Context: an optimization exercise on an open-source flow, tuned for a short achievable clock period and few clock cycles. The choices shown serve that exercise and are no tape-out recipe. Function was checked by simulation only, so behaviour that the tests miss may differ from the original. Power figures rest on the tool's default switching activity, not on a simulated workload.

$ cat flow/design.v
package dcache_pkg;
    typedef logic [32-1:0] word_t;
    typedef struct packed {
        logic [26-1:0]      tag;
        logic [3-1:0]    index;
        logic [1-1:0] word_off;
        logic [2-1:0] byte_off;
    } addr_fields_t;
    typedef struct packed {
        logic                            valid;
        logic                            dirty;
        logic [26-1:0]        tag;
        word_t                           data1;   
        word_t                           data0;
    } frame_t;
    typedef struct packed {
        frame_t       way1;
        frame_t       way0;
        logic         mru;   
    } set_t;
    typedef struct packed {
        logic                      ren;
        logic                      wen;
        logic [32-1:0] addr;
        word_t                     wdata;
    } cpu_req_t;
    typedef struct packed {
        logic  dhit;
        word_t load;
        logic  flushed;
    } cpu_rsp_t;
    typedef struct packed {
        logic                      ren;
        logic                      wen;
        logic [32-1:0] addr;
        word_t                     wdata;
    } mem_req_t;
    typedef struct packed {
        logic hit;
        logic way;
        set_t entry;
    } lookup_t;
    typedef struct packed {
        logic                      way;
        logic                      dirty;       
        logic [32-1:0] base_addr;
    } victim_t;
endpackage
`timescale 1ns/1ps
module dcache (
    input  logic        CLK,
    input  logic        nRST,
    input  logic        cpu_ren,
    input  logic        cpu_wen,
    input  logic [31:0] cpu_addr,
    input  logic [31:0] cpu_wdata,
    input  logic        halt,
    output logic        dhit,
    output logic [31:0] load,
    output logic        flushed,
    output logic        mem_ren,
    output logic        mem_wen,
    output logic [31:0] mem_addr,
    output logic [31:0] mem_wdata,
    input  logic        mem_wait,
    input  logic [31:0] mem_rdata
);
    localparam int NF = 16;   
    logic [NF-1:0]        valid_q, dirty_q;
    logic [NF-1:0][25:0]  tag_q;
    logic [NF-1:0][31:0]  d0_q, d1_q;
    logic [7:0]           mru_q;
    logic st_idle, st_resp, st_wb0, st_wb1, st_rd0, st_rd1;
    logic st_fls, st_fl0, st_fl1, st_done;
    logic          hitr_q;    
    logic          mway_q;    
    logic [31:0]   fill0_q, fill1_q;
    logic [NF-1:0] fcur_q;
    logic        dhit_q, flushed_q, mren_q, mwen_q;
    logic [31:0] load_q, maddr_q, mwdata_q;
    assign dhit      = dhit_q;
    assign load      = load_q;
    assign flushed   = flushed_q;
    assign mem_ren   = mren_q;
    assign mem_wen   = mwen_q;
    assign mem_addr  = maddr_q;
    assign mem_wdata = mwdata_q;
    logic [2:0]  idx;
    logic [25:0] ctag;
    logic        wsel, access;
    logic [7:0]  sdec;
    assign idx    = cpu_addr[5:3];
    assign ctag   = cpu_addr[31:6];
    assign wsel   = cpu_addr[2];
    assign access = cpu_ren | cpu_wen;
    assign sdec   = 8'b1 << idx;
    logic [NF-1:0] match;
    logic          hit0, hit1, hit;
    for (genvar f = 0; f < NF; f++) begin : g_match
        assign match[f] = valid_q[f] & (tag_q[f] == ctag);
    end
    assign hit0 = |(match[7:0] & sdec);
    assign hit1 = |(match[15:8] & sdec);
    assign hit  = hit0 | hit1;
    logic [NF-1:0] fdirty, flow;
    logic          fany;
    assign fdirty = valid_q & dirty_q;
    assign fany   = |fdirty;
    always_comb begin : p_flow
        logic below;
        below = 1'b0;
        for (int f = 0; f < NF; f++) begin
            flow[f] = fdirty[f] & ~below;
            below   = below | fdirty[f];
        end
    end
    logic          vway;
    logic [NF-1:0] vdec;
    assign vway = ~mru_q[idx];
    assign vdec = vway ? {sdec, 8'b0} : {8'b0, sdec};
    logic [NF-1:0] rsel;
    logic [25:0]   rtag;
    logic [2:0]    ridx;
    logic [31:0]   rd0, rd1;
    logic          rdirty;
    always_comb begin
        if (st_fls) rsel = flow;
        else if (st_fl0 | st_fl1) rsel = fcur_q;
        else rsel = vdec;
    end
    always_comb begin
        rtag = '0;
        ridx = '0;
        rd0  = '0;
        rd1  = '0;
        for (int f = 0; f < NF; f++) begin
            rtag = rtag | ({26{rsel[f]}} & tag_q[f]);
            ridx = ridx | ({3{rsel[f]}} & f[2:0]);
            rd0  = rd0  | ({32{rsel[f]}} & d0_q[f]);
            rd1  = rd1  | ({32{rsel[f]}} & d1_q[f]);
        end
    end
    assign rdirty = |(rsel & fdirty);
    logic vdirty;
    assign vdirty = rdirty;
    logic hitreq, miss, mw, halt_go, fdisp;
    assign hitreq  = st_idle & access & hit;
    assign miss    = st_idle & access & ~hit;
    assign halt_go = st_idle & ~access & halt;
    assign mw      = mem_wait;
    logic done_wb0, done_wb1, done_rd0, done_rd1, done_fl0, done_fl1;
    assign done_wb0 = st_wb0 & ~mw;
    assign done_wb1 = st_wb1 & ~mw;
    assign done_rd0 = st_rd0 & ~mw;
    assign done_rd1 = st_rd1 & ~mw;
    assign done_fl0 = st_fl0 & ~mw;
    assign done_fl1 = st_fl1 & ~mw;
    assign fdisp    = st_fls & fany;   
    logic n_wb0, n_wb1, n_rd0, n_rd1, n_fls, n_fl0, n_fl1, n_done;
    assign n_wb0  = (miss & vdirty) | (st_wb0 & mw);
    assign n_wb1  = done_wb0 | (st_wb1 & mw);
    assign n_rd0  = (miss & ~vdirty) | done_wb1 | (st_rd0 & mw);
    assign n_rd1  = done_rd0 | (st_rd1 & mw);
    assign n_fl0  = fdisp | (st_fl0 & mw);
    assign n_fls  = halt_go | (done_fl1 & fany);
    assign n_fl1  = done_fl0 | (st_fl1 & mw);
    assign n_done = ((st_fls | done_fl1) & ~fany) | st_done;
    always_ff @(posedge CLK, negedge nRST) begin
        if (!nRST) begin
            st_idle   <= 1'b1;
            st_resp   <= 1'b0;
            st_wb0    <= 1'b0;
            st_wb1    <= 1'b0;
            st_rd0    <= 1'b0;
            st_rd1    <= 1'b0;
            st_fls    <= 1'b0;
            st_fl0    <= 1'b0;
            st_fl1    <= 1'b0;
            st_done   <= 1'b0;
            dhit_q    <= 1'b0;
            flushed_q <= 1'b0;
            mren_q    <= 1'b0;
            mwen_q    <= 1'b0;
        end
        else begin
            st_idle   <= (st_idle & ~access & ~halt) | st_resp;
            st_resp   <= hitreq | done_rd1;
            st_wb0    <= n_wb0;
            st_wb1    <= n_wb1;
            st_rd0    <= n_rd0;
            st_rd1    <= n_rd1;
            st_fls    <= n_fls;
            st_fl0    <= n_fl0;
            st_fl1    <= n_fl1;
            st_done   <= n_done;
            dhit_q    <= hitreq | done_rd1;
            flushed_q <= n_done;
            mren_q    <= n_rd0 | n_rd1;
            mwen_q    <= n_wb0 | n_wb1 | n_fl0 | n_fl1;
        end
    end
    always_ff @(posedge CLK) begin
        load_q <= ({32{hit0}} & (wsel ? d1_q[{1'b0, idx}] : d0_q[{1'b0, idx}]))
                | ({32{hit1}} & (wsel ? d1_q[{1'b1, idx}] : d0_q[{1'b1, idx}]))
                | ({32{st_rd1}} & (wsel ? mem_rdata : fill0_q));
        if (st_idle) begin
            maddr_q  <= {vdirty ? rtag : ctag, idx, 3'b000};
            mwdata_q <= rd0;
        end
        else if (st_fls | st_fl0 | st_fl1) begin
            maddr_q  <= {rtag, ridx, n_fl1, 2'b00};
            mwdata_q <= n_fl1 ? rd1 : rd0;
        end
        else begin
            maddr_q  <= {(n_wb0 | n_wb1) ? rtag : ctag, idx, n_wb1 | n_rd1, 2'b00};
            mwdata_q <= n_wb1 ? rd1 : rd0;
        end
        if (fdisp) begin
            fcur_q <= flow;
        end
        if (done_rd0) begin
            fill0_q <= mem_rdata;
        end
        if (done_rd1) begin
            fill1_q <= mem_rdata;
        end
        if (st_idle) begin
            hitr_q <= hit;
            mway_q <= hit ? hit1 : vway;
        end
    end
    logic [31:0] src0, src1;
    logic        wr0, wr1;
    assign src0 = (cpu_wen & ~wsel) ? cpu_wdata : fill0_q;
    assign src1 = (cpu_wen & wsel) ? cpu_wdata : fill1_q;
    assign wr0  = ~hitr_q | (cpu_wen & ~wsel);
    assign wr1  = ~hitr_q | (cpu_wen & wsel);
    for (genvar s = 0; s < 8; s++) begin : g_set
        always_ff @(posedge CLK, negedge nRST) begin
            if (!nRST) begin
                mru_q[s] <= 1'b0;
            end
            else if (st_resp & sdec[s]) begin
                mru_q[s] <= mway_q;
            end
        end
    end
    for (genvar f = 0; f < NF; f++) begin : g_frame
        localparam logic W = f[3];
        logic sel;
        assign sel = st_resp & sdec[f % 8] & (mway_q == W);
        always_ff @(posedge CLK, negedge nRST) begin
            if (!nRST) begin
                valid_q[f] <= 1'b0;
                dirty_q[f] <= 1'b0;
            end
            else begin
                if (sel & ~hitr_q) begin
                    valid_q[f] <= 1'b1;
                    dirty_q[f] <= cpu_wen;
                end
                else if (sel & cpu_wen) begin
                    dirty_q[f] <= 1'b1;
                end
                else if (fdisp & flow[f]) begin
                    dirty_q[f] <= 1'b0;
                end
            end
        end
        always_ff @(posedge CLK) begin
            if (sel & ~hitr_q) begin
                tag_q[f] <= ctag;
            end
            if (sel & wr0) begin
                d0_q[f] <= src0;
            end
            if (sel & wr1) begin
                d1_q[f] <= src1;
            end
        end
    end
endmodule
$ cat flow/constraint.sdc
create_clock -name core_clock -period 11.0 [get_ports {CLK}]
set_input_delay 2.2000 -clock core_clock [delete_from_list [all_inputs] [get_ports {CLK}]]
set_output_delay 2.2000 -clock core_clock [all_outputs]
set_load 0.01 [all_outputs]
$ cat flow/standard.sh
#!/bin/bash
# synth_recipe.tcl (not shown) runs the flow's synth.tcl, then flattens the netlist and writes it again
# the make line also repeats each setting of config.mk as NAME=value (left out here)
make -C /OpenROAD-flow-scripts/flow DESIGN_CONFIG=/design/flow/config.mk WORK_HOME=/design/flow/orfs CLKGATE_MAP_FILE= SYNTH_SCRIPT=/design/flow/synth_recipe.tcl "${@:-finish}"
$ cat flow/flow/run.sh
#!/bin/bash
set -euo pipefail
MARGIN=${REPAIR_SETUP_MARGIN:-7}
bash standard.sh synth > synth.log 2>&1
bash standard.sh floorplan > floorplan.log 2>&1
BUFFER_PORTS_ARGS="-buffer_cell sky130_fd_sc_hd__buf_4" bash standard.sh place > place.log 2>&1
SETUP_SLACK_MARGIN=$MARGIN bash standard.sh cts > cts.log 2>&1
SETUP_SLACK_MARGIN=$MARGIN bash standard.sh route > route.log 2>&1
bash standard.sh finish > finish.log 2>&1
$ cat flow/config.mk
export PLATFORM = sky130hd
export DESIGN_NAME = dcache
export DESIGN_NICKNAME = dcache
export VERILOG_FILES = /design/flow/design.v
export SDC_FILE = /design/flow/constraint.sdc
export NUM_CORES = 4
export LEC_CHECK = 0
export ABC_CLOCK_PERIOD_IN_PS = 1000
export CAP_MARGIN = 20
export CORE_MARGIN = 2
export CORE_UTILIZATION = 40
export SLEW_MARGIN = 20
==> summary.txt, run 1 <==
* **number of antenna violations at the first check in global routing** 24
* **reported max-cap violation count** 0
* **half-perimeter wire length after detailed placement** 167.8 mm
* **initial drt markers** 10,859
* **die extent in x** 439.3 um
* **total buffers and inverters traversed by the critical path** 4
* **setup repair after global routing missed its margin** yes
* **total iterations of the first detailed-routing run** 7
* **min Tclk post-route** 4237 ps
* **largest fanout on the critical path** 10
* **path type of the worst setup path** in2reg
* **most instantiated library cell after synthesis** sky130_fd_sc_hd__edfxtp_1
* **root buffer cell** sky130_fd_sc_hd__clkbuf_16
* **total setup violations reported at the end of the flow** 0
* **crit-path cells** buf_16, buf_16, nor3b_4, buf_4, a311oi_4, buf_4, o21ba_4, a222oi_1, nand4_1, mux2_2
* **crit path DAT** 4970 ps
* **count of filler cells inserted in the layout** 15,806
* **core area** 188,000 um2
* **wire length of the first global-routing pass** 439.5 mm
* **hold-fix buffers at CTS** 0
* **standard-cell row count** 159
* **fraction of the yosys area taken by sequential cells** 64.51%
* **required time of the critical path** 11,730 ps
* **DRC violations left** 0
* **share of the clock period used by the worst path after layout** 38.51%
* **share of synthesized registers carrying an async set or reset** 3.118%
* **number of sinks on the clock net** 1,668
* **total via count in the routed design** 57,301
* **H-tree level count** 4
* **Die Y-Extent** 439.3 um
* **final worst hold slack** 463.6 ps
* **post-layout net count** 5,472
* **register-to-register setup slack** 7040 ps
* **DR WL/cell** 41.96 um
* **area share of the largest cell type after synthesis** 60.31%
* **Congestion Overflow GR** 0
* **clock slew seen by the registers of the worst setup and hold paths** 60 ps
* **share of cells above drive strength 1** 28.75%
* **critical-path cell with the highest stage delay** sky130_fd_sc_hd__a222oi_1
* **final std cell area, no fill** 91,970 um2
* **gr usage total** 32.98%
* **cell taking the most area after synthesis** sky130_fd_sc_hd__edfxtp_1
* **final weighted congestion in routability-driven placement** 0.9176
* **pin count of the biggest net entering global routing** 95
* **status** complete, no violations
* **placement-stage cell area** 80,280 um2
* **prevailing post-synth register cell** sky130_fd_sc_hd__edfxtp_1
* **Antenna Nets Post-Route** 0
* **via count of the first global-routing pass** 53,243
* **Detailed Route WL** 337.3 mm
* **Final Max Tran Viols** 0
* **highest achievable clock rate** 236.0 MHz
* **Worst Setup Start Kind** input pin
* **CTS buffer count** 172
* **slowest stage delay, CP** 750 ps
* **#FFs+latches synth** 1,668
* **leakage power** 29.61 nW
* **Worst-Skew Late Latency** 860 ps
* **maximum clock path buffer count** 3
* **dominant cells by area after synthesis** sky130_fd_sc_hd__edfxtp_1, sky130_fd_sc_hd__mux4_2, sky130_fd_sc_hd__xnor2_1, sky130_fd_sc_hd__a22oi_1, sky130_fd_sc_hd__dfxtp_1
* **TritonCTS clock tree** yes
* **worst slew pin tran** 1419 ps
* **cell class contributing the biggest share of worst-path delay** compound AO/OA/AOI/OAI gates
* **total negative slack for setup checks** 0 ps
* **path class of the lowest-slack min-delay path** reg2reg
* **total of warnings raised by yosys** 1
* **Final Total Pwr** 16.46 mW
* **Top Ports** 202
* **vias per cell** 7.130
* **Yosys cell types** 86
* **count of flip-flops with a built-in enable after synthesis** 1,522
* **kind of capture point of the worst setup path** flip-flop
* **overall die area** 193,000 um2
* **synthesized cell area** 75,790 um2
* **total power per unit cell area** 179.0 nW/um2
* **list of most frequent post-synthesis cells** sky130_fd_sc_hd__edfxtp_1, sky130_fd_sc_hd__a22oi_1, sky130_fd_sc_hd__xnor2_1
* **number of I/O port buffers** 197
* **average size of a mapped cell** 15.09 um2
* **starting density of the core** 40.31%
* **Hold Violations, Final** 0
* **Max VDD drop** 185.7 uV
* **Synth Instances** 5,022
* **tightest slew margin relative to the limit** 5.417%
* **Synth-to-Final Area Change** 21.35%
* **maximum clock skew at final layout** 51.06 ps
-- cell type report --
type	count	area, um2	area share, %
Tap cell	2495	3122	3.394
Multi-Input combinational cell	2972	27720	30.14
Antenna cell	25	62.56	0.06802
Inverter	19	71.32	0.07755
Clock buffer	217	4556	4.953
Sequential cell	1668	48890	53.16
Clock inverter	104	1215	1.321
Timing Repair Buffer	537	6337	6.891
-- logic make-up (layout without fill, tap and decap cells) --
kind of cell | Yosys count | after routing | share of synthesized area [%]
buffers and inverters | 401 | 877 | 2.262
flip-flops | 1668 | 1668 | 64.51
other | 1 | 27 | 0.004948
AND/OR/NAND/NOR | 970 | 980 | 6.592
AO/OA/AOI/OAI | 1087 | 1095 | 10.98
multiplexers | 479 | 479 | 10.84
XOR/XNOR | 416 | 416 | 4.808
-- path summary, 6_finish.rpt --
kind | to | startpoint | cells after the start
max | maddr_q[26]$_DFF_P_ | cpu_addr[5] | 10
min | st_done$_DFF_PN0_ | st_done$_DFF_PN0_ | 1
max reg2reg | mwdata_q[25]$_DFF_P_ | valid_q[1]$_DFFE_PN0P_ | 11
min reg2reg | st_done$_DFF_PN0_ | st_done$_DFF_PN0_ | 1
max in group asynchronous | st_rd1$_DFF_PN0_ | nRST | 1
min in group asynchronous | mwen_q$_DFF_PN0_ | nRST | 1
-- per-stage QoR --
step                utilization, %  cells  setup WS, ps
detailed placement           42.70   7460          3816
CTS                          47.73   7924          6744
global route                 48.89   8017          6809
finish                       48.92   8037          6763
floorplan                        -   5023          5753
global placement             42.70   7460          3910
-- layout by cell type (no fill, tap or decap), types with 44 or more instances in the layout --
| master | n |
|---|---|
| sky130_fd_sc_hd__dfrtp_1 | 50 |
| sky130_fd_sc_hd__buf_6 | 61 |
| sky130_fd_sc_hd__nand4_1 | 203 |
| sky130_fd_sc_hd__a221oi_1 | 62 |
| sky130_fd_sc_hd__nor2_1 | 91 |
| sky130_fd_sc_hd__nand2_1 | 255 |
| sky130_fd_sc_hd__mux2i_1 | 64 |
| sky130_fd_sc_hd__clkbuf_16 | 191 |
| sky130_fd_sc_hd__nand3_1 | 95 |
| sky130_fd_sc_hd__a21oi_1 | 92 |
| sky130_fd_sc_hd__a22o_1 | 44 |
| sky130_fd_sc_hd__mux2_2 | 145 |
| sky130_fd_sc_hd__buf_12 | 48 |
| sky130_fd_sc_hd__a22oi_1 | 426 |
| sky130_fd_sc_hd__a222oi_1 | 66 |
| sky130_fd_sc_hd__xnor2_1 | 408 |
| sky130_fd_sc_hd__dfxtp_1 | 94 |
| sky130_fd_sc_hd__a22oi_2 | 55 |
| sky130_fd_sc_hd__edfxtp_1 | 1522 |
| sky130_fd_sc_hd__mux4_2 | 258 |
| sky130_fd_sc_hd__buf_4 | 348 |
-- flip-flops by register name, summed over array words and instances, names as in the netlist, 8 cells and up --
| register | count |
|---|---|
| d0_q | 512 |
| d1_q | 512 |
| tag_q | 416 |
| fill0_q | 32 |
| fill1_q | 32 |
| load_q | 32 |
| mwdata_q | 32 |
| maddr_q | 30 |
| dirty_q | 16 |
| fcur_q | 16 |
| valid_q | 16 |
| mru_q | 8 |
-- layer usage --
metal,vias up,track usage (%),wire length (um)
met4,26,20.31,26080
li1,21290,-,-
met3,1350,12.33,56080
met1,28840,42.67,114000
met2,5795,46.77,140800
met5,-,0,310
-- power breakdown --
part	switching, mW	internal (mW)
registers	0.135	7.11
logic	1.91	1.18
clock network	2.65	3.47
-- repair_timing --
item | in CTS | in global routing
pin swaps | 73 | 120
buffers inserted | 96 | 68
hold endpoints to repair | 0 | 0
endpoints found under the setup margin | 1321 | 727
resized for setup | 359 | 249
cloned | 47 | 19
Testbench counts, summed over its fixed seeds: cycles 25,594.
==> run 2, diff against run 1 <==
--- a/flow/design.v
+++ b/flow/design.v
@@ -75,2 +75,3 @@
     logic          hitr_q;    
+    logic [NF-1:0] vsel_q;    
     logic          mway_q;    
@@ -101,4 +102,4 @@
     end
-    assign hit0 = |(match[7:0] & sdec);
-    assign hit1 = |(match[15:8] & sdec);
+    assign hit0 = match[{1'b0, idx}];
+    assign hit1 = match[{1'b1, idx}];
     assign hit  = hit0 | hit1;
@@ -124,3 +125,2 @@
     logic [31:0]   rd0, rd1;
-    logic          rdirty;
     always_comb begin
@@ -128,3 +128,3 @@
         else if (st_fl0 | st_fl1) rsel = fcur_q;
-        else rsel = vdec;
+        else rsel = vsel_q;
     end
@@ -142,5 +142,16 @@
     end
-    assign rdirty = |(rsel & fdirty);
+    logic [7:0]       vdirty_s;
+    logic [7:0][25:0] vtag_s;
+    logic [7:0][31:0] vd0_s;
+    for (genvar s = 0; s < 8; s++) begin : g_victim
+        assign vdirty_s[s] = mru_q[s] ? (valid_q[s] & dirty_q[s])
+                                      : (valid_q[8 + s] & dirty_q[8 + s]);
+        assign vtag_s[s]   = mru_q[s] ? tag_q[s] : tag_q[8 + s];
+        assign vd0_s[s]    = mru_q[s] ? d0_q[s] : d0_q[8 + s];
+    end
     logic vdirty;
-    assign vdirty = rdirty;
+    assign vdirty = vdirty_s[idx];
+    logic [31:0] hd0, hd1;
+    assign hd0 = wsel ? d1_q[{1'b0, idx}] : d0_q[{1'b0, idx}];
+    assign hd1 = wsel ? d1_q[{1'b1, idx}] : d0_q[{1'b1, idx}];
     logic hitreq, miss, mw, halt_go, fdisp;
@@ -202,8 +213,10 @@
     always_ff @(posedge CLK) begin
-        load_q <= ({32{hit0}} & (wsel ? d1_q[{1'b0, idx}] : d0_q[{1'b0, idx}]))
-                | ({32{hit1}} & (wsel ? d1_q[{1'b1, idx}] : d0_q[{1'b1, idx}]))
-                | ({32{st_rd1}} & (wsel ? mem_rdata : fill0_q));
+        if (st_rd1) load_q <= wsel ? mem_rdata : fill0_q;
+        else begin
+            load_q[15:0]  <= hit1 ? hd1[15:0] : hd0[15:0];
+            load_q[31:16] <= hit0 ? hd0[31:16] : hd1[31:16];
+        end
         if (st_idle) begin
-            maddr_q  <= {vdirty ? rtag : ctag, idx, 3'b000};
-            mwdata_q <= rd0;
+            maddr_q  <= {vdirty ? vtag_s[idx] : ctag, idx, 3'b000};
+            mwdata_q <= vd0_s[idx];
         end
@@ -227,2 +240,3 @@
         if (st_idle) begin
+            vsel_q <= vdec;
             hitr_q <= hit;
==> summary.txt, run 2 <==
* **share of the clock period used by the worst path after layout** 37.78%, was 38.51%
* **Hold Violations, Final** 0, unchanged
* **area share of the largest cell type after synthesis** 54.81%, was 60.31%
* **maximum clock path buffer count** 3, unchanged
* **most instantiated library cell after synthesis** sky130_fd_sc_hd__edfxtp_1, unchanged
* **Worst-Skew Late Latency** 890 ps, was 860 ps
* **routing usage on met2** 50.62%, was 46.77%
* **Yosys cell types** 80, was 86
* **setup repair after global routing missed its margin** yes, unchanged
* **met3 demand-to-capacity share in global routing** 13.16%, was 12.33%
* **Final Total Pwr** 18.48 mW, was 16.46 mW
* **crit path DAT** 4940 ps, was 4970 ps
* **standard-cell row count** 168, was 159
* **count of filler cells inserted in the layout** 18,105, was 15,806
* **Final Max Tran Viols** 0, unchanged
* **list of most frequent post-synthesis cells** sky130_fd_sc_hd__edfxtp_1, sky130_fd_sc_hd__mux2i_1, sky130_fd_sc_hd__mux4_2, was sky130_fd_sc_hd__edfxtp_1, sky130_fd_sc_hd__a22oi_1, sky130_fd_sc_hd__xnor2_1
* **core area** 209,600 um2, was 188,000 um2
* **path type of the worst setup path** in2reg, unchanged
* **total of warnings raised by yosys** 1, unchanged
* **root buffer cell** sky130_fd_sc_hd__clkbuf_16, unchanged
* **maximum clock skew at final layout** 86.00 ps, was 51.06 ps
* **crit-path cells** buf_6, xnor2_2, nand3_1, nor3_1, a41oi_1, a211oi_2, or2_4, buf_12, nand2_1, a31oi_1, was buf_16, buf_16, nor3b_4, buf_4, a311oi_4, buf_4, o21ba_4, a222oi_1, nand4_1, mux2_2
* **Top Ports** 202, unchanged
* **H-tree level count** 4, unchanged
* **total negative slack for setup checks** 0 ps, unchanged
* **dominant cells by area after synthesis** sky130_fd_sc_hd__edfxtp_1, sky130_fd_sc_hd__mux4_2, sky130_fd_sc_hd__mux2i_1, sky130_fd_sc_hd__xor2_1, sky130_fd_sc_hd__a222oi_1, was sky130_fd_sc_hd__edfxtp_1, sky130_fd_sc_hd__mux4_2, sky130_fd_sc_hd__xnor2_1, sky130_fd_sc_hd__a22oi_1, sky130_fd_sc_hd__dfxtp_1
* **pin count of the biggest net entering global routing** 70, was 95
* **top library cells by usage in the layout, fill and taps aside** sky130_fd_sc_hd__edfxtp_1, sky130_fd_sc_hd__mux2i_1, sky130_fd_sc_hd__buf_4, was sky130_fd_sc_hd__edfxtp_1, sky130_fd_sc_hd__a22oi_1, sky130_fd_sc_hd__xnor2_1
* **prevailing post-synth register cell** sky130_fd_sc_hd__edfxtp_1, unchanged
* **total power per unit cell area** 187.5 nW/um2, was 179.0 nW/um2
* **DRC violations left** 0, unchanged
* **share of synthesized registers carrying an async set or reset** 3.088%, was 3.118%
* **Synth-to-Final Area Change** 16.99%, was 21.35%
* **share of cells above drive strength 1** 23.08%, was 28.75%
* **global route hottest layer** met2, unchanged
* **required time of the critical path** 11,780 ps, was 11,730 ps
* **TritonCTS clock tree** yes, unchanged
* **fraction of the yosys area taken by sequential cells** 58.59%, was 64.51%
* **worst slew pin tran** 1269 ps, was 1419 ps
* **path class of the lowest-slack min-delay path** reg2reg, unchanged
* **area of all sequential standard cells** 49,410 um2, was 48,890 um2
* **cell taking the most area after synthesis** sky130_fd_sc_hd__edfxtp_1, unchanged
* **placement-stage cell area** 88,780 um2, was 80,280 um2
* **final std cell area, no fill** 98,570 um2, was 91,970 um2
* **vias per cell** 7.310, was 7.130
* **kind of capture point of the worst setup path** flip-flop, unchanged
* **wire length of the first global-routing pass** 529.2 mm, was 439.5 mm
* **count of flip-flops with a built-in enable after synthesis** 1,538, was 1,522
* **DR WL/cell** 43.78 um, was 41.96 um
* **total setup violations reported at the end of the flow** 0, unchanged
* **highest achievable clock rate** 240.7 MHz, was 236.0 MHz
* **largest fanout on the critical path** 33, was 10
* **Die Y-Extent** 463.0 um, was 439.3 um
* **initial drt markers** 13,349, was 10,859
* **post-layout net count** 6,184, was 5,472
* **via count of the first global-routing pass** 62,584, was 53,243
* **slowest stage delay, CP** 470 ps, was 750 ps
* **total buffers and inverters traversed by the critical path** 2, was 4
* **number of antenna violations at the first check in global routing** 27, was 24
* **Worst Setup Start Kind** input pin, unchanged
* **average size of a mapped cell** 14.22 um2, was 15.09 um2
* **Congestion Overflow GR** 0, unchanged
* **tightest slew margin relative to the limit** 15.41%, was 5.417%
* **critical-path cell with the highest stage delay** sky130_fd_sc_hd__xnor2_2, was sky130_fd_sc_hd__a222oi_1
* **met1 routing resource usage after global routing** 45.00%, was 42.67%
* **number of sinks on the clock net** 1,684, was 1,668
* **overall die area** 214,300 um2, was 193,000 um2
* **Antenna Nets Post-Route** 0, unchanged
* **most common cell after layout, fill and taps aside** sky130_fd_sc_hd__edfxtp_1, unchanged
* **final worst hold slack** 494.2 ps, was 463.6 ps
* **min Tclk post-route** 4155 ps, was 4237 ps
* **final weighted congestion in routability-driven placement** 1.032, was 0.9176
* **total via count in the routed design** 66,239, was 57,301
* **synthesized cell area** 84,260 um2, was 75,790 um2
* **Max VDD drop** 203.8 uV, was 185.7 uV
* **total iterations of the first detailed-routing run** 13, was 7
* **status** complete, no violations, unchanged
* **Detailed Route WL** 396.8 mm, was 337.3 mm
* **starting density of the core** 40.21%, was 40.31%
* **Synth Instances** 5,924, was 5,022
* **cell class contributing the biggest share of worst-path delay** simple AND/OR/NAND/NOR gates, was compound AO/OA/AOI/OAI gates
* **die extent in x** 463.0 um, was 439.3 um
* **clock slew seen by the registers of the worst setup and hold paths** 60 ps, about the same
* **leakage power** 32.16 nW, was 29.61 nW
* **half-perimeter wire length after detailed placement** 216.9 mm, was 167.8 mm
* **leading registers by flop count** d0_q: 512 flops, d1_q: 512 flops, tag_q: 416 flops, unchanged
* **#FFs+latches synth** 1,684, was 1,668
* **gr usage total** 35.59%, was 32.98%
* **reported max-cap violation count** 0, unchanged
* **number of I/O port buffers** 197, unchanged
* **CTS buffer count** 185, was 172
* **area of the multi-input gates** 34,460 um2, was 27,720 um2
-- run 2: cell types whose count changed after synthesis, sizes merged, moves of 77 or more --
| cell | change |
|---|---|
| a211oi | +89 |
| a21oi | +110 |
| a222oi | +154 |
| a22oi | -297 |
| buf | +158 |
| mux2 | -77 |
| mux2i | +492 |
| nand4 | -118 |
| xnor2 | -253 |
| xor2 | +253 |
-- run 2: per-layer routing --
layer | up-vias | share of wire (%)
li1 | 24566 | -
met1 | 33157 | 34
met4 | 16 | 8.2
met5 | - | 0.069
met2 | 6790 | 42
met3 | 1710 | 16
-- run 2: layout make-up --
| class | count | area share, % |
|---|---|---|
| Sequential cell | 1684 | 50.12 |
| Multi-Input combinational cell | 3738 | 34.95 |
| Clock buffer | 243 | 5.101 |
| Timing Repair Buffer | 464 | 5.039 |
| Tap cell | 2805 | 3.560 |
| Clock inverter | 101 | 1.144 |
| Antenna cell | 18 | 0.04570 |
| Inverter | 9 | 0.03427 |
-- run 2: power breakdown --
group          total (mW)  internal (mW)  switching (mW)
clock                6.42           3.66            2.76
combinational        4.44           1.53            2.91
sequential           7.62           7.21           0.409
-- run 2: final timing paths --
path,startpoint,endpoint,slack (ps),depth (start not counted)
max,cpu_addr[31],load_q[19]$_DFF_P_,6840,10
max reg2reg,st_fl1$_DFF_PN0_,mwdata_q[6]$_DFF_P_,6940,10
max in group asynchronous,nRST,mru_q[4]$_DFFE_PN0P_,9010,1
min,st_done$_DFF_PN0_,st_done$_DFF_PN0_,490,1
min in group asynchronous,nRST,st_fls$_DFF_PN0_,1410,1
min reg2reg,st_done$_DFF_PN0_,st_done$_DFF_PN0_,490,1
-- run 2: kinds of logic (layout without fill, tap and decap cells) --
| logic type | after synthesis | in the layout | share of synthesized area (%) |
|---|---|---|---|
| simple gates | 1060 | 1069 | 6.453 |
| xor+xnor | 416 | 416 | 4.324 |
| compound gates | 1297 | 1299 | 11.66 |
| mux | 952 | 952 | 16.12 |
| flops | 1684 | 1684 | 58.59 |
| buf+inv | 514 | 817 | 2.851 |
| other cells | 1 | 20 | 0.004450 |
-- run 2: metrics by stage --
step | cells | worst slack [ps] | utilization [%]
6_report | 9062 | 6845 | 47.04
5_1_grt | 9044 | 6898 | 47.01
4_1_cts | 9017 | 6732 | 46.61
3_5_place_dp | 8579 | 4042 | 42.36
3_3_place_gp | 8578 | 4054 | 42.36
2_1_floorplan | 5925 | 5422 | -
-- run 2: what timing repair did --
item | CTS | global route
hold buffers | 0 | 0
gates cloned | 28 | 7
pin swaps | 43 | 20
gates resized for setup | 272 | 105
setup endpoints to repair | 1992 | 375
setup buffers | 66 | 20
Testbench counts of run 2, summed over its fixed seeds: cycles 25,594.
==> run 3, diff against run 2 <==
--- a/flow/config.mk
+++ b/flow/config.mk
@@ -10,3 +10,3 @@
 export CORE_MARGIN = 2
-export CORE_UTILIZATION = 40
+export CORE_UTILIZATION = 52
 export SLEW_MARGIN = 20
==> summary.txt, run 3 <==
* **reported max-cap violation count** 0, unchanged
* **endpoint of the most critical setup path** maddr_q[31]$_DFF_P_, was load_q[19]$_DFF_P_
* **Detailed Route WL** 396.1 mm, was 396.8 mm
* **startpoint of the lowest-slack register-to-register path** valid_q[0]$_DFFE_PN0P_, was st_fl1$_DFF_PN0_
* **total via count in the routed design** 66,269, was 66,239
* **leakage power** 32.19 nW, was 32.16 nW
* **root buffer cell** sky130_fd_sc_hd__clkbuf_16, unchanged
* **leading registers by flop count** d0_q: 512 flops, d1_q: 512 flops, tag_q: 416 flops, unchanged
* **total setup violations reported at the end of the flow** 0, unchanged
* **clock slew seen by the registers of the worst setup and hold paths** 60 ps, about the same
* **cell taking the most area after synthesis** sky130_fd_sc_hd__edfxtp_1, unchanged
* **standard-cell row count** 147, was 168
* **Crit. Startpoint** cpu_addr[4], was cpu_addr[31]
* **register-to-register setup slack** 6900 ps, was 6940 ps
* **starting density of the core** 52.42%, was 40.21%
* **half-perimeter wire length after detailed placement** 221.0 mm, was 216.9 mm
* **status** complete, no violations, unchanged
* **FF-to-FF path depth** 10, unchanged
* **Max VDD drop** 185.0 uV, was 203.8 uV
* **placement-stage cell area** 88,050 um2, was 88,780 um2
* **min-delay src** st_done$_DFF_PN0_, unchanged
* **average size of a mapped cell** 14.22 um2, unchanged
* **most instantiated library cell after synthesis** sky130_fd_sc_hd__edfxtp_1, unchanged
* **kind of capture point of the worst setup path** flip-flop, unchanged
* **tightest slew margin relative to the limit** 11.24%, was 15.41%
* **total iterations of the first detailed-routing run** 10, was 13
* **gr usage total** 47.16%, was 35.59%
* **wire length of the first global-routing pass** 527.1 mm, was 529.2 mm
* **Yosys cell types** 80, unchanged
* **core area** 160,800 um2, was 209,600 um2
* **list of most frequent post-synthesis cells** sky130_fd_sc_hd__edfxtp_1, sky130_fd_sc_hd__mux2i_1, sky130_fd_sc_hd__mux4_2, unchanged
* **number of antenna violations at the first check in global routing** 23, was 27
* **number of I/O port buffers** 197, unchanged
* **Hold Violations, Final** 0, unchanged
* **count of flip-flops with a built-in enable after synthesis** 1,538, unchanged
* **DR WL/cell** 47.18 um, was 43.78 um
* **area share of the largest cell type after synthesis** 54.81%, unchanged
* **Synth-to-Final Area Change** 16.72%, was 16.99%
* **synthesized cell area** 84,260 um2, unchanged
* **Worst-Skew Late Latency** 860 ps, was 890 ps
* **total negative slack for setup checks** 0 ps, unchanged
* **Top Ports** 202, unchanged
* **prevailing post-synth register cell** sky130_fd_sc_hd__edfxtp_1, unchanged
* **post-layout net count** 6,164, was 6,184
* **#FFs+latches synth** 1,684, unchanged
* **TritonCTS clock tree** yes, unchanged
* **share of the clock period used by the worst path after layout** 38.51%, was 37.78%
* **share of synthesized registers carrying an async set or reset** 3.088%, unchanged
* **share of cells above drive strength 1** 24.04%, was 23.08%
* **total power per unit cell area** 188.4 nW/um2, was 187.5 nW/um2
* **fraction of the yosys area taken by sequential cells** 58.59%, unchanged
* **end of the worst register-to-register path** maddr_q[31]$_DFF_P_, was mwdata_q[6]$_DFF_P_
* **path class of the lowest-slack min-delay path** reg2reg, unchanged
* **switching portion of total power** 33.06%, was 32.91%
* **min Tclk post-route** 4237 ps, was 4155 ps
* **number of sinks on the clock net** 1,684, unchanged
* **initial drt markers** 14,928, was 13,349
* **total of warnings raised by yosys** 1, unchanged
* **overall die area** 165,300 um2, was 214,300 um2
* **top library cells by usage in the layout, fill and taps aside** sky130_fd_sc_hd__edfxtp_1, sky130_fd_sc_hd__mux2i_1, sky130_fd_sc_hd__buf_4, unchanged
* **pin count of the biggest net entering global routing** 74, was 70
* **Worst Setup Start Kind** input pin, unchanged
* **Final Max Tran Viols** 0, unchanged
* **crit path DAT** 4930 ps, was 4940 ps
* **die extent in x** 406.5 um, was 463.0 um
* **maximum clock skew at final layout** 30.61 ps, was 86.00 ps
* **required time of the critical path** 11,690 ps, was 11,780 ps
* **Synth Instances** 5,924, unchanged
* **highest achievable clock rate** 236.0 MHz, was 240.7 MHz
* **dominant cells by area after synthesis** sky130_fd_sc_hd__edfxtp_1, sky130_fd_sc_hd__mux4_2, sky130_fd_sc_hd__mux2i_1, sky130_fd_sc_hd__xor2_1, sky130_fd_sc_hd__a222oi_1, unchanged
* **setup slack at placement** 4543 ps, was 4042 ps
* **Antenna Nets Post-Route** 0, unchanged
* **setup repair after global routing missed its margin** yes, unchanged
* **worst slew pin tran** 1331 ps, was 1269 ps
* **H-tree level count** 4, unchanged
* **largest fanout on the critical path** 52, was 33
* **Congestion Overflow GR** 0, unchanged
* **vias per cell** 7.894, was 7.310
* **internal power of the cells** 12.40 mW, about the same
* **Die Y-Extent** 406.5 um, was 463.0 um
* **post-route setup slack** 6763 ps, was 6845 ps
* **CTS buffer count** 182, was 185
* **maximum clock path buffer count** 3, unchanged
* **final weighted congestion in routability-driven placement** 1.065, was 1.032
* **proportion of power drawn by combinational gates** 24.5%, was 24.0%
* **Clk network pwr share** 34.5%, was 34.7%
* **part of the total power dissipated in sequential elements** 41.0%, was 41.2%
* **net switching power of the design** 6.125 mW, was 6.081 mW
* **hold-fix buffers at CTS** 0, unchanged
* **via count of the first global-routing pass** 61,662, was 62,584
* **most common cell after layout, fill and taps aside** sky130_fd_sc_hd__edfxtp_1, unchanged
* **DRC violations left** 0, unchanged
* **path type of the worst setup path** in2reg, unchanged
* **final std cell area, no fill** 98,350 um2, was 98,570 um2
[run 3: changes by cell type in the layout (fill, tap and decap cells not counted), sizes merged]
cell      before  now
bufbuf        18    8
clkinvlp      10    6
clkinv        61   58
inv           21   18
buf          437  435
diode         18   16
or2           39   37
bufinv        18   19
clkbuf       252  253
nand2        313  314
nand2b        13   14
[run 3: logic make-up after synthesis]
family / after synthesis / share of synthesized area, %
AO/OA/AOI/OAI: 1297 / 11.66
XOR/XNOR: 416 / 4.324
buffers and inverters: 514 / 2.851
flip-flops: 1684 / 58.59
multiplexers: 952 / 16.12
other: 1 / 0.004450
AND/OR/NAND/NOR: 1060 / 6.453
[run 3: worst min-delay path by stage]
stage,endpoint,slack (ps),cells past startpoint
global route,st_done$_DFF_PN0_,520,1
detailed placement,st_done$_DFF_PN0_,470,1
floorplan,valid_q[14]$_DFFE_PN0P_,460,1
finish,st_done$_DFF_PN0_,490,1
CTS,st_done$_DFF_PN0_,490,1
global placement,st_done$_DFF_PN0_,460,1
[run 3: what timing repair did]
item,4_1_cts,5_1_grt
setup buffers,47,30
hold endpoints to repair,0,0
endpoints found under the setup margin,1343,647
resized for setup,337,194
pin swaps,40,25
cloned,18,3
[run 3: routing by layer]
metal	up-vias	wire (um)	GRT usage, %
met5	-	134	0.4758
met4	22	32330	31.46
met3	1644	65730	18.33
met2	6979	164200	65.85
met1	33128	133700	60.76
li1	24496	-	-
[run 3: through the flow]
step / std cells / power (mW) / hold WS [ps] / utilization [%]
2_1_floorplan: 5925 / 9.859 / 463.6 / -
3_3_place_gp: 7940 / 11.70 / 462.4 / 54.77
3_5_place_dp: 7940 / 11.71 / 471.8 / 54.77
4_1_cts: 8346 / 18.17 / 488.6 / 60.21
5_1_grt: 8379 / 18.71 / 516.0 / 61.16
6_report: 8395 / 18.53 / 486.1 / 61.18
[run 3: layout make-up]
| type | instances | area, um2 |
|---|---|---|
| Antenna cell | 16 | 40.04 |
| Timing Repair Buffer | 447 | 4674 |
| Clock inverter | 92 | 1100 |
| Sequential cell | 1684 | 49410 |
| Clock buffer | 249 | 5041 |
| Tap cell | 2160 | 2703 |
| Fill cell | 12313 | 62400 |
| Multi-Input combinational cell | 3738 | 35350 |
| Inverter | 9 | 33.78 |
[run 3: critical path, cell delays in order]
cell                      delay [ps]
sky130_fd_sc_hd__buf_16          210
sky130_fd_sc_hd__buf_12          340
sky130_fd_sc_hd__o21ai_0         210
sky130_fd_sc_hd__mux4_2          600
sky130_fd_sc_hd__a21oi_4         190
sky130_fd_sc_hd__buf_8           380
sky130_fd_sc_hd__o22ai_1         170
sky130_fd_sc_hd__a31oi_2         450
[run 3: power groups by stage]
stage	Clock (mW)	Combinational, mW	Sequential (mW)
2_1_floorplan	0	2.41	7.45
3_3_place_gp	0	4.01	7.69
3_5_place_dp	0	4.02	7.69
4_1_cts	6.39	4.22	7.56
5_1_grt	6.64	4.49	7.58
6_report	6.40	4.54	7.59
==> run 4, diff against run 3 <==
--- a/flow/design.v
+++ b/flow/design.v
@@ -156,2 +156,12 @@
     assign hd1 = wsel ? d1_q[{1'b1, idx}] : d0_q[{1'b1, idx}];
+    logic        fl_st, wb_st;
+    logic [31:0] hold_addr, adv_addr, hold_data, adv_data;
+    assign fl_st     = st_fls | st_fl0 | st_fl1;
+    assign wb_st     = st_wb0 | st_wb1;
+    assign hold_addr = {(fl_st | wb_st) ? rtag : ctag, fl_st ? ridx : idx,
+                        st_wb1 | st_rd1 | st_fl1, 2'b00};
+    assign adv_addr  = {(st_fl0 | st_wb0) ? rtag : ctag, fl_st ? ridx : idx,
+                        st_wb0 | st_rd0 | st_fl0, 2'b00};
+    assign hold_data = (st_wb1 | st_fl1) ? rd1 : rd0;
+    assign adv_data  = (st_wb0 | st_fl0) ? rd1 : rd0;
     logic hitreq, miss, mw, halt_go, fdisp;
@@ -222,9 +232,5 @@
         end
-        else if (st_fls | st_fl0 | st_fl1) begin
-            maddr_q  <= {rtag, ridx, n_fl1, 2'b00};
-            mwdata_q <= n_fl1 ? rd1 : rd0;
-        end
         else begin
-            maddr_q  <= {(n_wb0 | n_wb1) ? rtag : ctag, idx, n_wb1 | n_rd1, 2'b00};
-            mwdata_q <= n_wb1 ? rd1 : rd0;
+            maddr_q  <= (st_fls | mw) ? hold_addr : adv_addr;
+            mwdata_q <= (st_fls | mw) ? hold_data : adv_data;
         end
--- a/flow/config.mk
+++ b/flow/config.mk
@@ -10,3 +10,3 @@
 export CORE_MARGIN = 2
-export CORE_UTILIZATION = 52
+export CORE_UTILIZATION = 40
 export SLEW_MARGIN = 20
==> summary.txt, run 4 <==
* **status** complete, no violations, unchanged
* **required time of the critical path** 11,730 ps, was 11,690 ps
* **number of I/O port buffers** 197, unchanged
* **min-delay src** st_done$_DFF_PN0_, unchanged
* **prevailing post-synth register cell** sky130_fd_sc_hd__edfxtp_1, unchanged
* **end of the worst register-to-register path** mwdata_q[9]$_DFF_P_, was maddr_q[31]$_DFF_P_
* **standard-cell row count** 166, was 147
* **post-layout net count** 5,730, was 6,164
* **synthesized cell area** 82,750 um2, was 84,260 um2
* **TritonCTS clock tree** yes, unchanged
* **tightest slew margin relative to the limit** 20.76%, was 11.24%
* **Worst Setup Start Kind** input pin, unchanged
* **total power per unit cell area** 147.6 nW/um2, was 188.4 nW/um2
* **list of most frequent post-synthesis cells** sky130_fd_sc_hd__edfxtp_1, sky130_fd_sc_hd__mux2i_1, sky130_fd_sc_hd__mux4_2, unchanged
* **maximum clock path buffer count** 3, unchanged
* **core area** 205,200 um2, was 160,800 um2
* **area of all sequential standard cells** 49,400 um2, was 49,410 um2
* **die extent in x** 458.8 um, was 406.5 um
* **total negative slack for setup checks** 0 ps, unchanged
* **kind of capture point of the worst setup path** flip-flop, unchanged
* **average size of a mapped cell** 15.08 um2, was 14.22 um2
* **fraction of the yosys area taken by sequential cells** 59.66%, was 58.59%
* **via count of the first global-routing pass** 59,198, was 61,662
* **number of stages on the worst hold path** 1, unchanged
* **register-to-register setup slack** 7000 ps, was 6900 ps
* **overall die area** 210,500 um2, was 165,300 um2
* **Final Max Tran Viols** 0, unchanged
* **pin count of the biggest net entering global routing** 77, was 74
* **setup repair after global routing missed its margin** yes, unchanged
* **wire length of the first global-routing pass** 492.8 mm, was 527.1 mm
* **path class of the lowest-slack min-delay path** reg2reg, unchanged
* **Yosys cell types** 62, was 80
* **H-tree level count** 4, unchanged
* **most instantiated library cell after synthesis** sky130_fd_sc_hd__edfxtp_1, unchanged
* **Die Y-Extent** 458.8 um, was 406.5 um
* **gr usage total** 33.79%, was 47.16%
* **count of filler cells inserted in the layout** 17,490, was 12,313
* **top library cells by usage in the layout, fill and taps aside** sky130_fd_sc_hd__edfxtp_1, sky130_fd_sc_hd__mux2i_1, sky130_fd_sc_hd__mux4_2, was sky130_fd_sc_hd__edfxtp_1, sky130_fd_sc_hd__mux2i_1, sky130_fd_sc_hd__buf_4
* **Top Ports** 202, unchanged
* **final weighted congestion in routability-driven placement** 1.020, was 1.065
* **placement-stage cell area** 87,730 um2, was 88,050 um2
* **worst slew pin tran** 1189 ps, was 1331 ps
* **largest fanout on the critical path** 33, was 52
* **DR WL/cell** 43.56 um, was 47.18 um
* **startpoint of the lowest-slack register-to-register path** mru_q[0]$_DFFE_PN0P_, was valid_q[0]$_DFFE_PN0P_
* **root buffer cell** sky130_fd_sc_hd__clkbuf_16, unchanged
* **Congestion Overflow GR** 0, unchanged
* **reported max-cap violation count** 0, unchanged
* **Worst-Skew Late Latency** 890 ps, was 860 ps
* **clock slew seen by the registers of the worst setup and hold paths** 60 ps, about the same
* **maximum clock skew at final layout** 61.09 ps, was 30.61 ps
* **total iterations of the first detailed-routing run** 13, was 10
* **vias per cell** 7.399, was 7.894
* **Synth Instances** 5,486, was 5,924
* **number of placed cells counting well taps** 8,068, was 7,940
* **half-perimeter wire length after detailed placement** 201.4 mm, was 221.0 mm
* **total setup violations reported at the end of the flow** 0, unchanged
* **highest achievable clock rate** 244.0 MHz, was 236.0 MHz
* **area of the multi-input gates** 33,380 um2, was 35,350 um2
* **Antenna Nets Post-Route** 0, unchanged
* **final std cell area, no fill** 96,690 um2, was 98,350 um2
* **CTS buffer count** 182, unchanged
* **Hold Violations, Final** 0, unchanged
* **Detailed Route WL** 369.6 mm, was 396.1 mm
* **initial drt markers** 14,306, was 14,928
* **DRC violations left** 0, unchanged
* **#FFs+latches synth** 1,684, unchanged
* **path type of the worst setup path** in2reg, unchanged
* **share of synthesized registers carrying an async set or reset** 3.088%, unchanged
* **min Tclk post-route** 4098 ps, was 4237 ps
* **hold-fix buffers at CTS** 0, unchanged
* **dominant cells by area after synthesis** sky130_fd_sc_hd__edfxtp_1, sky130_fd_sc_hd__mux4_2, sky130_fd_sc_hd__mux2i_1, sky130_fd_sc_hd__a222oi_1, sky130_fd_sc_hd__xor2_1, was sky130_fd_sc_hd__edfxtp_1, sky130_fd_sc_hd__mux4_2, sky130_fd_sc_hd__mux2i_1, sky130_fd_sc_hd__xor2_1, sky130_fd_sc_hd__a222oi_1
* **total of warnings raised by yosys** 1, unchanged
* **crit path DAT** 4830 ps, was 4930 ps
* **starting density of the core** 40.33%, was 52.42%
* **leakage power** 30.50 nW, was 32.19 nW
* **area share of the largest cell type after synthesis** 55.81%, was 54.81%
* **share of the clock period used by the worst path after layout** 37.26%, was 38.51%
* **final cell count without fillers** 8,485, was 8,395
* **count of flip-flops with a built-in enable after synthesis** 1,538, unchanged
* **FF-to-FF path depth** 7, was 10
* **number of sinks on the clock net** 1,684, unchanged
* **total via count in the routed design** 62,777, was 66,269
* **Synth-to-Final Area Change** 16.84%, was 16.72%
* **leading registers by flop count** d0_q: 512 flops, d1_q: 512 flops, tag_q: 416 flops, unchanged
* **number of antenna violations at the first check in global routing** 16, was 23
* **share of cells above drive strength 1** 24.52%, was 24.04%
* **cell taking the most area after synthesis** sky130_fd_sc_hd__edfxtp_1, unchanged
* **Max VDD drop** 147.1 uV, was 185.0 uV
* **hold endpoint** st_done$_DFF_PN0_, unchanged
* **most common cell after layout, fill and taps aside** sky130_fd_sc_hd__edfxtp_1, unchanged
-- run 4: cell count changes in the layout (fill, tap and decap cells not counted), sizes merged, moves of 71 or more --
cell,before,now
nand2,314,243
a222oi,220,342
nor2b,110,17
a22oi,184,106
mux2i,556,647
a211oi,157,58
-- run 4: worst max-delay path, cell delays in order --
cell and delay [ps]:
sky130_fd_sc_hd__buf_8 170, sky130_fd_sc_hd__xnor2_2 500, sky130_fd_sc_hd__nand4_1 270, sky130_fd_sc_hd__nor4_1 380
sky130_fd_sc_hd__a21oi_1 140, sky130_fd_sc_hd__a211oi_2 220, sky130_fd_sc_hd__a21o_2 150, sky130_fd_sc_hd__buf_12 140
sky130_fd_sc_hd__buf_12 180, sky130_fd_sc_hd__mux2i_4 330, sky130_fd_sc_hd__mux2i_1 100
-- run 4: cells by family (layout without fill, tap and decap cells) --
| group | Yosys count | after routing | share of synthesized area (%) |
|---|---|---|---|
| flops | 1684 | 1684 | 59.66 |
| mux | 1120 | 1120 | 19.30 |
| compound gates | 988 | 988 | 9.542 |
| simple gates | 811 | 814 | 4.887 |
| buf+inv | 466 | 763 | 2.209 |
| xor+xnor | 416 | 416 | 4.403 |
| other cells | 1 | 12 | 0.004532 |
-- run 4: through the flow --
stage	hold WS, ps	total power, mW	worst slack (ps)	util, %
after floorplan	462.3	7.601	5685	-
after global placement	481.8	7.920	4871	42.75
after detailed placement	500.1	7.923	4846	42.75
after CTS	517.3	14.23	6795	46.63
after global routing	550.8	14.57	6903	47.11
final	518.7	14.27	6902	47.12
-- run 4: final cells by class --
class,count,share of cell area (%)
Sequential cell,1684,51.10
Multi-Input combinational cell,3340,34.52
Clock buffer,228,5.044
Timing Repair Buffer,411,4.486
Tap cell,2688,3.478
Clock inverter,115,1.293
Inverter,8,0.04917
Antenna cell,10,0.02588
Timing Repair inverter,1,0.009058
-- run 4: worst max path at each step --
stage / from / endpoint / slack (ps) / cells after the start
2_1_floorplan: cpu_addr[4] / d0_q[288]$_DFFE_PP_ / 5680 / 7
3_3_place_gp: cpu_addr[2] / load_q[17]$_DFF_P_ / 4870 / 7
3_5_place_dp: cpu_addr[5] / load_q[26]$_DFF_P_ / 4850 / 11
4_1_cts: mem_wait / mwdata_q[26]$_DFF_P_ / 6790 / 9
5_1_grt: cpu_addr[4] / mwen_q$_DFF_PN0_ / 6900 / 11
6_report: cpu_addr[31] / load_q[17]$_DFF_P_ / 6900 / 11
-- run 4: power breakdown --
group          switching, mW  internal [mW]  leakage [nW]
sequential            0.0165           6.98          15.3
combinational          0.544          0.363          12.2
clock                   2.77           3.60          2.97
-- run 4: timing repair --
item	CTS	global route
pin swaps	22	22
gates resized for setup	213	140
cloned	10	8
setup endpoints to repair	1438	597
buffers inserted	38	8
-- run 4: routing by layer --
layer | part of all wire, % | track usage, % | wire, um | vias to the layer above
met5 | 0.021 | 0 | 76 | -
met3 | 17 | 13.26 | 63800 | 1477
met1 | 34 | 44.17 | 127000 | 31443
met2 | 41 | 47.05 | 152700 | 6706
met4 | 7.0 | 20.63 | 26010 | 12
li1 | - | - | - | 23139
Testbench counts of run 4, summed over its fixed seeds: cycles 25,594.
==> run 5, diff against run 4 <==
--- a/flow/flow/run.sh
+++ b/flow/flow/run.sh
@@ -2,3 +2,3 @@
 set -euo pipefail
-MARGIN=${REPAIR_SETUP_MARGIN:-7}
+MARGIN=${REPAIR_SETUP_MARGIN:-7.6}
 bash standard.sh synth > synth.log 2>&1
==> summary.txt, run 5 <==
* **Final Max Tran Viols** 0, unchanged
* **highest achievable clock rate** 250.0 MHz, was 244.0 MHz
* **crit path DAT** 4800 ps, was 4830 ps
* **Final Total Pwr** 14.49 mW, was 14.27 mW
* **status** complete, no violations, unchanged
* **average size of a mapped cell** 15.08 um2, unchanged
* **reported max-cap violation count** 0, unchanged
* **path class of the lowest-slack min-delay path** reg2reg, unchanged
* **setup repair after global routing missed its margin** yes, unchanged
* **required time of the critical path** 11,800 ps, was 11,730 ps
* **uppermost layer routed** met5, unchanged
* **count of flip-flops with a built-in enable after synthesis** 1,538, unchanged
* **maximum clock skew at final layout** 75.09 ps, was 61.09 ps
* **list of most frequent post-synthesis cells** sky130_fd_sc_hd__edfxtp_1, sky130_fd_sc_hd__mux2i_1, sky130_fd_sc_hd__mux4_2, unchanged
* **Synth Instances** 5,486, unchanged
* **Yosys cell types** 62, unchanged
* **Hold Violations, Final** 0, unchanged
* **share of cells above drive strength 1** 32.00%, was 24.52%
* **half-perimeter wire length after detailed placement** 201.4 mm, unchanged
* **largest fanout on the critical path** 17, was 33
* **Antenna Nets Post-Route** 0, unchanged
* **final std cell area, no fill** 102,600 um2, was 96,690 um2
* **share of synthesized registers carrying an async set or reset** 3.088%, unchanged
* **Congestion Overflow GR** 0, unchanged
* **wire length of the first global-routing pass** 514.2 mm, was 492.8 mm
* **Max VDD drop** 148.2 uV, was 147.1 uV
* **total negative slack for setup checks** 0 ps, unchanged
* **total iterations of the first detailed-routing run** 14, was 13
* **total setup violations reported at the end of the flow** 0, unchanged
* **die extent in x** 458.8 um, unchanged
* **maximum clock path buffer count** 3, unchanged
* **hold-fix buffers at CTS** 0, unchanged
* **met2 wire len** 158.7 mm, was 152.7 mm
* **standard-cell row count** 166, unchanged
* **min Tclk post-route** 4001 ps, was 4098 ps
* **kind of capture point of the worst setup path** flip-flop, unchanged
* **placement-stage cell area** 87,730 um2, unchanged
* **Worst-Skew Late Latency** 910 ps, was 890 ps
* **most used cell, CP** sky130_fd_sc_hd__buf_12, unchanged
* **core area** 205,200 um2, unchanged
* **tightest slew margin relative to the limit** 15.02%, was 20.76%
* **pin count of the biggest net entering global routing** 77, unchanged
* **DR WL/cell** 45.12 um, was 43.56 um
* **dominant cells by area after synthesis** sky130_fd_sc_hd__edfxtp_1, sky130_fd_sc_hd__mux4_2, sky130_fd_sc_hd__mux2i_1, sky130_fd_sc_hd__a222oi_1, sky130_fd_sc_hd__xor2_1, unchanged
* **leading registers by flop count** d0_q: 512 flops, d1_q: 512 flops, tag_q: 416 flops, unchanged
* **overall die area** 210,500 um2, unchanged
* **Worst Setup Start Kind** input pin, unchanged
* **slowest stage delay, CP** 320 ps, was 500 ps
* **total of warnings raised by yosys** 1, unchanged
* **final weighted congestion in routability-driven placement** 1.020, unchanged
* **DRC violations left** 0, unchanged
* **leakage power** 32.88 nW, was 30.50 nW
* **post-layout net count** 5,884, was 5,730
* **most common cell after layout, fill and taps aside** sky130_fd_sc_hd__edfxtp_1, unchanged
* **TritonCTS clock tree** yes, unchanged
* **number of I/O port buffers** 197, unchanged
* **area share of the largest cell type after synthesis** 55.81%, unchanged
* **root buffer cell** sky130_fd_sc_hd__clkbuf_16, unchanged
* **#FFs+latches synth** 1,684, unchanged
* **Detailed Route WL** 390.5 mm, was 369.6 mm
* **met1 routed wirelength after detailed routing** 131.7 mm, was 127.0 mm
* **total power per unit cell area** 141.2 nW/um2, was 147.6 nW/um2
* **clock slew seen by the registers of the worst setup and hold paths** 60 ps, about the same
* **top library cells by usage in the layout, fill and taps aside** sky130_fd_sc_hd__edfxtp_1, sky130_fd_sc_hd__mux2i_1, sky130_fd_sc_hd__mux4_2, unchanged
* **number of antenna violations at the first check in global routing** 22, was 16
* **Top Ports** 202, unchanged
* **crit-path cells** buf_16, xor2_4, nor4_4, nand4_1, nor3_1, nor4_2, mux2_4, buf_12, or2_4, buf_12, o211ai_1, was buf_8, xnor2_2, nand4_1, nor4_1, a21oi_1, a211oi_2, a21o_2, buf_12, buf_12, mux2i_4, mux2i_1
* **post-route setup slack** 6999 ps, was 6902 ps
* **critical-path cell with the highest stage delay** sky130_fd_sc_hd__nand4_1, was sky130_fd_sc_hd__xnor2_2
* **share of the clock period used by the worst path after layout** 36.37%, was 37.26%
* **H-tree level count** 4, unchanged
* **synthesized cell area** 82,750 um2, unchanged
* **vias per cell** 7.508, was 7.399
* **Die Y-Extent** 458.8 um, unchanged
* **initial drt markers** 15,567, was 14,306
* **sum of met3 wire segment lengths after detailed routing** 69.86 mm, was 63.80 mm
* **cell class contributing the biggest share of worst-path delay** simple AND/OR/NAND/NOR gates, unchanged
* **CTS buffer count** 182, unchanged
* **fraction of the yosys area taken by sequential cells** 59.66%, unchanged
* **number of sinks on the clock net** 1,684, unchanged
* **starting density of the core** 40.33%, unchanged
* **worst slew pin tran** 1275 ps, was 1189 ps
* **total via count in the routed design** 64,971, was 62,777
* **most instantiated library cell after synthesis** sky130_fd_sc_hd__edfxtp_1, unchanged
* **via count of the first global-routing pass** 60,612, was 59,198
* **gr usage total** 35.48%, was 33.79%
* **path type of the worst setup path** in2reg, unchanged
* **prevailing post-synth register cell** sky130_fd_sc_hd__edfxtp_1, unchanged
* **cell taking the most area after synthesis** sky130_fd_sc_hd__edfxtp_1, unchanged
* **Synth-to-Final Area Change** 23.94%, was 16.84%
* **total buffers and inverters traversed by the critical path** 3, unchanged
* **setup slack at placement** 4846 ps, unchanged
## run 5: cell counts after synthesis
Identical to the previous run, type by type.
## run 5: power breakdown
part / leakage (nW) / switching [mW] / internal, mW
combinational: 14.6 / 0.605 / 0.489
clock: 2.97 / 2.79 / 3.60
sequential: 15.3 / 0.0210 / 6.99
## run 5: cell families (layout without fill, tap and decap cells)
logic type | Yosys count | after routing | synth area share (%)
other | 1 | 27 | 0.004532
AND/OR/NAND/NOR | 811 | 816 | 4.887
multiplexers | 1120 | 1120 | 19.30
AO/OA/AOI/OAI | 988 | 989 | 9.542
XOR/XNOR | 416 | 416 | 4.403
flip-flops | 1684 | 1684 | 59.66
buffers and inverters | 466 | 914 | 2.209
## run 5: layer usage
metal	up-vias	track usage, %
li1	23503	-
met1	32299	45.73
met2	7396	49.01
met3	1749	15.39
met4	24	21.75
met5	-	0
## run 5: repair_timing
| action | in CTS | in global routing |
|---|---|---|
| setup buffers | 97 | 55 |
| endpoints found under the setup margin | 2711 | 1538 |
| hold endpoints to repair | 0 | 0 |
| gates cloned | 49 | 17 |
| pin swaps | 158 | 81 |
| resized for setup | 894 | 175 |
## run 5: final timing paths
kind	start	to	slack, ps	depth (start not counted)
hold / removal	fill0_q[18]$_DFFE_PP_	load_q[18]$_DFF_P_	560	2
min in group asynchronous	nRST	valid_q[0]$_DFFE_PN0P_	1390	1
max in group asynchronous	nRST	st_rd1$_DFF_PN0_	8990	1
hold reg to reg	fill0_q[18]$_DFFE_PP_	load_q[18]$_DFF_P_	560	2
setup reg to reg	st_fl1$_DFF_PN0_	mwdata_q[14]$_DFF_P_	7330	9
setup / recovery	cpu_addr[14]	load_q[11]$_DFF_P_	7000	11
## run 5: area by class of cell
cell class	count	area, um2
timing repair buffer	562	8074
clock inverter	115	1250
fill	16809	102600
antenna	25	62.56
tap	2688	3363
timing repair inverter	1	8.758
sequential	1684	49560
clock buffer	228	4877
multi-input combinational	3343	35320
inverter	8	51.30
## run 5: through the flow
step	utilization (%)	std cells	hold slack, ps
6_report	49.98	8654	556.7
5_1_grt	49.96	8635	565.1
4_1_cts	49.05	8557	560.3
3_5_place_dp	42.75	8068	500.1
3_3_place_gp	42.75	8068	481.8
2_1_floorplan	-	5487	462.3
## run 5: worst min-delay path: stages (launching register included)
cell and delay (ps):
sky130_fd_sc_hd__edfxtp_1 340, sky130_fd_sc_hd__mux2i_1 70, sky130_fd_sc_hd__mux2i_1 120

## what the ideal ports hide
The flow's constraints put no driver on any port. The routed layouts listed below were extracted and timed again, unchanged, in two steps. Step 1: set_driving_cell puts a clkbuf_16 on CLK and a buf_2 on each other input, an assumption about the parent block. Step 2, shift: input delay + t, output delay - t, t = (earliest + latest rising clock arrival at the registers) / 2. This alone moves slack from input paths to output paths. a / b / c = no drivers / after step 1 / after step 2; a / b = the first two.
| run | t, ns | setup slack, ns | hold WS [ns] | clock arrival spread, ns | worst register clock-pin slew, ns |
|---|---|---|---|---|---|
| run 1 | 0.922 | 6.763 / 6.546 / 5.624 | 0.464 / 0.464 / 0.464 | 0.053 / 0.054 | 0.08 / 0.08 |
| run 2 | 0.935 | 6.845 / 6.861 / 5.926 | 0.494 / 0.494 / 0.494 | 0.086 / 0.086 | 0.07 / 0.07 |
| run 3 | 0.932 | 6.763 / 6.609 / 5.677 | 0.486 / 0.486 / 0.486 | 0.033 / 0.033 | 0.07 / 0.07 |
| run 4 | 0.943 | 6.902 / 6.755 / 5.813 | 0.519 / 0.519 / 0.519 | 0.065 / 0.065 | 0.08 / 0.08 |
| run 5 | 0.960 | 6.999 / 6.857 / 5.897 | 0.557 / 0.557 / 0.557 | 0.075 / 0.075 | 0.07 / 0.07 |
After both steps every run listed still meets setup and hold. The setup slack of run 1, which loses most, moves by -0.217 ns with the drivers and by -1.139 ns with both steps.
